What follows belongs to an exercise in optimizing a design on an open flow for small area, a short achievable clock period and few clock cycles; a production flow would make more cautious choices.
In this exercise RTL edits were held to simulation tests only and were not proved equivalent to the original.

== job 5699 ==
==> flow/design.v (excerpt) <==
module mips_cpu_muldiv (
  input  logic        clk,
  input  logic        rst,
  input  logic        start,
  input  logic [2:0]  op,
  input  logic [31:0] a,
  input  logic [31:0] b,
  input  logic        flush,
  output logic        busy,
  output logic        done,
  output logic        div_by_zero,
  output logic [31:0] hi,
  output logic [31:0] lo
);
Size in the first run: ~3,800 cells after synthesis, roughly 220 flip-flops, roughly 140 I/O pins.
Settings: LEC_CHECK=0, ABC_CLOCK_PERIOD_IN_PS=3000, CAP_MARGIN=30, CORE_MARGIN=2, CORE_UTILIZATION=50, PLACE_DENSITY=0.65, SETUP_SLACK_MARGIN=5, SLEW_MARGIN=30; clock period 11.0 ns.
standard.sh (not shown) runs the stock make flow with config.mk's settings and CLKGATE_MAP_FILE= SYNTH_SCRIPT=/design/flow/synth_recipe.tcl, a recipe that flattens the netlist after the stock synthesis.
==> flow/flow/run.sh <==
#!/bin/bash
# The standard layout (standard synthesis, floorplan, placement, CTS, routing), with two
# changes to how it is made: every port still gets its own buffer, but a sky130 buf_2 rather
# than the delay buffer buffer_ports picks by default, and timing repair may resize a cell to
# any footprint. make's full output goes to standard.log in this folder; each ORFS step also
# keeps its own log under orfs/logs/.
set -euo pipefail
bash standard.sh "BUFFER_PORTS_ARGS=-buffer_cell sky130_fd_sc_hd__buf_2" MATCH_CELL_FOOTPRINT=0 finish \
  > standard.log 2>&1
Job 5699 reached the final stage; the timing, DRC and antenna checks on its layout passed.
Testbench counts of job 5699, summed over its fixed seeds: cycles 66,624.
Inputs modified between job 5699 and job 2447:
Settings: a change of CORE_UTILIZATION from 50 to 40; a change of SLEW_MARGIN from 30 to 20; a change of CAP_MARGIN from 30 to 20; a deleted PLACE_DENSITY that had been 0.65.
==> flow/run.sh (new file) <==
#!/bin/bash
# synth_recipe.tcl (not shown) runs the flow's synth.tcl, then flattens the netlist and writes it again
# the make line also repeats each setting of config.mk as NAME=value (left out here)
make -C /OpenROAD-flow-scripts/flow DESIGN_CONFIG=/design/flow/config.mk WORK_HOME=/design/flow/orfs CLKGATE_MAP_FILE= SYNTH_SCRIPT=/design/flow/synth_recipe.tcl finish
removed: flow/flow/run.sh
removed: flow/standard.sh
Results
- Diff job 5699 -> job 2447: post-layout minimum cycle time shows a reduction of 0.0087 ns; final-layout clock-cell area share saw little to no change; overall routed net length has increased; placeable core region went up 24%.
- What job 2447 reported for maximum number of pins on one net before global-route repair has to be multiplied by 0.881 to get the figure for job 5699.
- For job 2447, the source of the critical timing path was a[12], unlike job 5699, where it was x_q[35].
- Summary of the comparison: met1 layer usage reported by global route is lower in job 2447, relative to job 5699.


Another version of the RTL of mips_cpu_muldiv (not shown whole).
Size: ~0.030 mm² of cells after synthesis.
Settings: LEC_CHECK=0, ABC_CLOCK_PERIOD_IN_PS=3000, CAP_MARGIN=30, CORE_MARGIN=2, CORE_UTILIZATION=40, PLACE_DENSITY=0.55, SETUP_SLACK_MARGIN=5, SLEW_MARGIN=30; clock period 11.0 ns.
==> flow/flow/run.sh <==
#!/bin/bash
# The standard layout (standard synthesis, floorplan, placement, CTS, routing), with two
# changes to how it is made: every port still gets its own buffer, but a sky130 buf_2 rather
# than the delay buffer buffer_ports picks by default, and timing repair may resize a cell to
# any footprint. make's full output goes to standard.log in this folder; each ORFS step also
# keeps its own log under orfs/logs/.
set -euo pipefail
bash standard.sh "BUFFER_PORTS_ARGS=-buffer_cell sky130_fd_sc_hd__buf_2" MATCH_CELL_FOOTPRINT=0 finish \
  > standard.log 2>&1
Testbench counts at the start, summed over its fixed seeds: cycles 64,859.
Next try:
--- a/flow/config.mk
+++ b/flow/config.mk
@@ -10,5 +10,4 @@
 export CORE_MARGIN = 2
 export CORE_UTILIZATION = 40
-export PLACE_DENSITY = 0.55
 export SETUP_SLACK_MARGIN = 5
 export SLEW_MARGIN = 30
The new run passed the timing, DRC and antenna checks.
Cell area is higher by 0.79%.
Worst setup slack gains 0.18 ns.
Clock skew drops by 0.0088 ns.
Synthesized area does not change.
Sequential share of layout area falls by 0.14 points.

## port drivers added, routing unchanged
In the flow no input, the clock included, has a driving cell. The finished layouts below were timed again as built, in two steps.
Step 1 (the two cells are an assumption about what drives the block):
set clk [get_ports {clk}]
set_driving_cell -lib_cell sky130_fd_sc_hd__clkbuf_16 $clk
set_driving_cell -lib_cell sky130_fd_sc_hd__buf_2 [delete_from_list [all_inputs] $clk]
Step 2, shift: input delay + t, output delay - t, t = (earliest + latest rising clock arrival at the registers) / 2. This alone moves slack from input paths to output paths.
a / b / c = ideal ports / drivers / drivers and shift; a / b = the first two.
| run | t, ns | slack for setup (ns) | worst setup path at the end |
|---|---|---|---|
| job 5699 | 0.613 | 4.953 / 4.953 / 4.394 | input to register |
| job 2447 | 0.683 | 4.961 / 4.994 / 4.311 | input to register |
| the first run of note 2 | 0.664 | 4.872 / 4.920 / 4.256 | input to register |
| the second run of note 2 | 0.655 | 5.053 / 5.104 / 4.449 | input to register |
After both steps every run listed still meets setup and hold. The setup slack of job 2447, which loses most, moves by +0.033 ns with the drivers and by -0.650 ns with both steps.
